This is an optimization exercise on Yosys and OpenROAD, whose aim is small area, not a production implementation.
In this exercise RTL edits were held to simulation tests only and were not proved equivalent to the original.
No driver is modelled on the clock port, so clocking that relies on it looks cheaper here than on a real chip.
No activity file was given, so power comes from the tool's default toggle rates.

Design mcm_chip, start of the top module:
module mcm_chip (
	input  logic                               clk,
	input  logic                               rst_n_i,
	input  logic                               spi_clk_i,
	input  logic                               spi_scsn_i,
	input  logic                               spi_mosi_i,
	output logic                               spi_miso_o,
	input  logic [2*4-1:0]        quad_i,
	input  logic [3*4-1:0]        limit_i,
	output logic [4-1:0]          intrpt_o
);
Size in the first run: about 30 I/O pins.
clock: 5.0 ns
lec_check: 0
cap_margin: 0
core_margin: 2
core_utilization: 60
hold_slack_margin: 0
slew_margin: 0
synth_hierarchical: 1
standard.sh (not shown) runs the stock make flow with config.mk's settings and CLKGATE_MAP_FILE= SYNTH_SCRIPT=/design/flow/synth_recipe.tcl, a recipe that flattens the netlist after the stock synthesis.
==> flow/flow/run.sh <==
#!/bin/bash
# Standard layout with three changes: small port buffers, no CTS dummy
# loads, and a power (area) recovery pass after CTS. make's output goes to
# standard.log; each ORFS step keeps its own log under orfs/logs.
set -euo pipefail
here=$(pwd)
export BUFFER_PORTS_ARGS="-buffer_cell sky130_fd_sc_hd__buf_1"
export CTS_ARGS="-sink_clustering_enable -repair_clock_nets -dont_use_dummy_load -buf_list sky130_fd_sc_hd__clkbuf_4 -sink_clustering_size 10 -sink_clustering_max_diameter 40"
export POST_CTS_TCL="$here/flow/post_cts.tcl"
export RECOVER_POWER=100
bash standard.sh > standard.log 2>&1
==> flow/flow/post_cts.tcl <==
# after CTS and its timing repair: size down cells that have slack to spare
puts "post_cts: recovering area on paths with slack"
estimate_parasitics -placement
repair_timing -recover_power 100 -verbose
detailed_placement
check_placement -verbose
report_design_area
The baseline finished but fails on max-capacitance violations, max-slew violations.
Edit:
--- a/flow/flow/run.sh
+++ b/flow/flow/run.sh
@@ -10,2 +10,3 @@
 export RECOVER_POWER=100
+export POST_GLOBAL_ROUTE_TCL="$here/flow/post_grt.tcl"
 bash standard.sh > standard.log 2>&1
==> flow/flow/post_grt.tcl (new file) <==
# after global route and its power recovery: repair any slew or
# capacitance the downsizing broke, then route the changed nets again
puts "post_grt: repair design after power recovery"
global_route -start_incremental
estimate_parasitics -global_routing
repair_design -verbose
detailed_placement
global_route -end_incremental
check_placement -verbose
estimate_parasitics -global_routing
report_design_area
--- a/flow/config.mk
+++ b/flow/config.mk
@@ -9,3 +9,3 @@
 export CORE_MARGIN = 2
-export CORE_UTILIZATION = 60
+export CORE_UTILIZATION = 50
 export HOLD_SLACK_MARGIN = 0
Result: The new run ran to the end with no violations; setup slack gets better by 0.093 ns; power goes up by 0.90%; hold slack gets worse by 0.16 ns; routed wire length goes up by 5.0%; via count goes down by 0.54%; flip-flop and latch count does not change; sequential power is about the same.
Edit:
--- a/flow/config.mk
+++ b/flow/config.mk
@@ -9,3 +9,3 @@
 export CORE_MARGIN = 2
-export CORE_UTILIZATION = 50
+export CORE_UTILIZATION = 60
 export HOLD_SLACK_MARGIN = 0
Result: Core utilization increases by 11 points. Sequential cell count is unchanged. Die area is lower by about a fifth. Area after synthesis is unchanged. Sequential power is about the same. Design area fell slightly.
Edit:
--- a/flow/flow/run.sh
+++ b/flow/flow/run.sh
@@ -9,4 +9,2 @@
 export POST_CTS_TCL="$here/flow/post_cts.tcl"
-export RECOVER_POWER=100
-export POST_GLOBAL_ROUTE_TCL="$here/flow/post_grt.tcl"
 bash standard.sh > standard.log 2>&1
removed: flow/flow/post_grt.tcl
What happened: Wire length stays flat; clock-buffer cell count is unchanged; area after synthesis is unchanged; total power is about the same; utilization grows by 0.25 points; register-to-register slack gets better by 0.12 ns; non-clock buffer count shrinks by 1; worst hold slack gets worse by 0.15 ns.

========
Setup of run 1:
mcm_chip, a different RTL version from the one above (not shown whole).
Size in the first run: roughly 30 I/O pins, about 0.014 sq mm of cells after synthesis.
Settings: LEC_CHECK=0, CAP_MARGIN=0, CORE_MARGIN=2, CORE_UTILIZATION=80, HOLD_SLACK_MARGIN=0, SLEW_MARGIN=0, SYNTH_HIERARCHICAL=1; clock period 5.0 ns.
==> flow/flow/run.sh <==
#!/bin/bash
# Standard layout with three changes: small port buffers, no CTS dummy
# loads, and a power (area) recovery pass after CTS. make's output goes to
# standard.log; each ORFS step keeps its own log under orfs/logs.
set -euo pipefail
here=$(pwd)
export BUFFER_PORTS_ARGS="-buffer_cell sky130_fd_sc_hd__buf_1"
export CTS_ARGS="-sink_clustering_enable -repair_clock_nets -dont_use_dummy_load -buf_list sky130_fd_sc_hd__clkbuf_4 -sink_clustering_size 10 -sink_clustering_max_diameter 40"
export POST_CTS_TCL="$here/flow/post_cts.tcl"
export RECOVER_POWER=100
export POST_GLOBAL_ROUTE_TCL="$here/flow/post_grt.tcl"
bash standard.sh > standard.log 2>&1
==> flow/flow/post_grt.tcl <==
# after global route and its power recovery: repair any slew or
# capacitance the downsizing broke, then route the changed nets again
puts "post_grt: repair design after power recovery"
global_route -start_incremental
estimate_parasitics -global_routing
repair_design -verbose
detailed_placement
global_route -end_incremental
check_placement -verbose
estimate_parasitics -global_routing
report_design_area
Scripts as last shown in full above: flow/flow/post_cts.tcl
The following lists how run 2 was set up differently from run 1:
# run 1
export LEC_CHECK = 0
export CAP_MARGIN = 0
export CORE_MARGIN = 2
export CORE_UTILIZATION = 80
export HOLD_SLACK_MARGIN = 0
export SLEW_MARGIN = 0
export SYNTH_HIERARCHICAL = 1
create_clock -name core_clock -period 5.0 [get_ports {clk}]
# run 2
export LEC_CHECK = 0
export CAP_MARGIN = 0
export CORE_MARGIN = 2
export CORE_UTILIZATION = 72
export HOLD_SLACK_MARGIN = 0
export SLEW_MARGIN = 0
export SYNTH_HIERARCHICAL = 1
create_clock -name core_clock -period 5.0 [get_ports {clk}]
--- a/flow/flow/run.sh
+++ b/flow/flow/run.sh
@@ -7,3 +7,3 @@
 export BUFFER_PORTS_ARGS="-buffer_cell sky130_fd_sc_hd__buf_1"
-export CTS_ARGS="-sink_clustering_enable -repair_clock_nets -dont_use_dummy_load -buf_list sky130_fd_sc_hd__clkbuf_4 -sink_clustering_size 10 -sink_clustering_max_diameter 40"
+export CTS_ARGS="-sink_clustering_enable -repair_clock_nets -dont_use_dummy_load -buf_list sky130_fd_sc_hd__clkbuf_4 -sink_clustering_size 12 -sink_clustering_max_diameter 30"
 export POST_CTS_TCL="$here/flow/post_cts.tcl"
### Flow results
Run 2 vs run 1, capture point of the critical path: i_mcm_top.g_slot[0].count_q[31] vs i_mcm_top.g_slot[3].count_q[31]. On run 2: via total after detailed routing is about 3.5% lower than what run 1 gave. Run 2 ended up with a lower total global routing track utilization than run 1 did. The launching element of the worst setup path comes out i_mcm_top.g_slot[3].step_up in one run and i_mcm_top.g_slot[0].step_up in the other, namely in run 1 and run 2 respectively. Side by side, sequential share of layout area turned out lower in run 2 than in run 1. Worst setup slack in run 2 is 0.033 ns lower than in run 1. Run 2 vs run 1 on met1 track demand over resource in global routing: run 2 is the lower one. Summary of run 2 over run 1: minimum setup slack after placement lower; worst slew slack as a fraction of its limit fell by 6.5 points; longest individual stage delay on the worst path has increased; wire length moved down.
diff inputs: run 2 => run 3
--- a/flow/flow/run.sh
+++ b/flow/flow/run.sh
@@ -7,3 +7,3 @@
 export BUFFER_PORTS_ARGS="-buffer_cell sky130_fd_sc_hd__buf_1"
-export CTS_ARGS="-sink_clustering_enable -repair_clock_nets -dont_use_dummy_load -buf_list sky130_fd_sc_hd__clkbuf_4 -sink_clustering_size 12 -sink_clustering_max_diameter 30"
+export CTS_ARGS="-sink_clustering_enable -repair_clock_nets -dont_use_dummy_load -buf_list sky130_fd_sc_hd__clkbuf_4 -sink_clustering_size 14 -sink_clustering_max_diameter 25"
 export POST_CTS_TCL="$here/flow/post_cts.tcl"
### Flow results
Total power consumption of the routed design in run 3 is 0.24 mW above run 2. Total wire length of run 3 is on par with run 2. Delta (run 3 minus run 2): fmax up 0.93 MHz; combinational share of power down 0.6 points; number of nets in the final layout shows an increase of 21.

-- afterwards: timing with drivers on the ports --
How much do the figures lean on ideal ports? The routed layouts below were timed once more, with nothing changed but the port constraints. Step 1, drivers: a clkbuf_16 drives clk and a buf_2 each remaining input, both assumed. Step 2, shift: input delay + t, output delay - t, t = (earliest + latest rising clock arrival at the registers) / 2. This alone moves slack from input paths to output paths. a / b / c = ideal / step 1 / step 2; a / b = the first two.
run | shift t [ns] | slack for setup (ns) | worst setup path at the end | latest minus earliest clock arrival (ns)
the first run of note 1 | 0.688 | 0.414 / 0.414 / 0.414 | register to register | 0.065 / 0.065
the second run of note 1 | 0.703 | 0.507 / 0.507 / 0.507 | register to register | 0.060 / 0.060
the third run of note 1 | 0.688 | 0.395 / 0.395 / 0.395 | register to register | 0.064 / 0.064
the fourth run of note 1 | 0.688 | 0.511 / 0.511 / 0.511 | register to register | 0.066 / 0.065
run 1 | 0.686 | 0.456 / 0.456 / 0.456 | register to register | 0.041 / 0.041
run 2 | 0.720 | 0.423 / 0.423 / 0.423 | register to register | 0.102 / 0.102
run 3 | 0.706 | 0.442 / 0.442 / 0.442 | register to register | 0.082 / 0.082
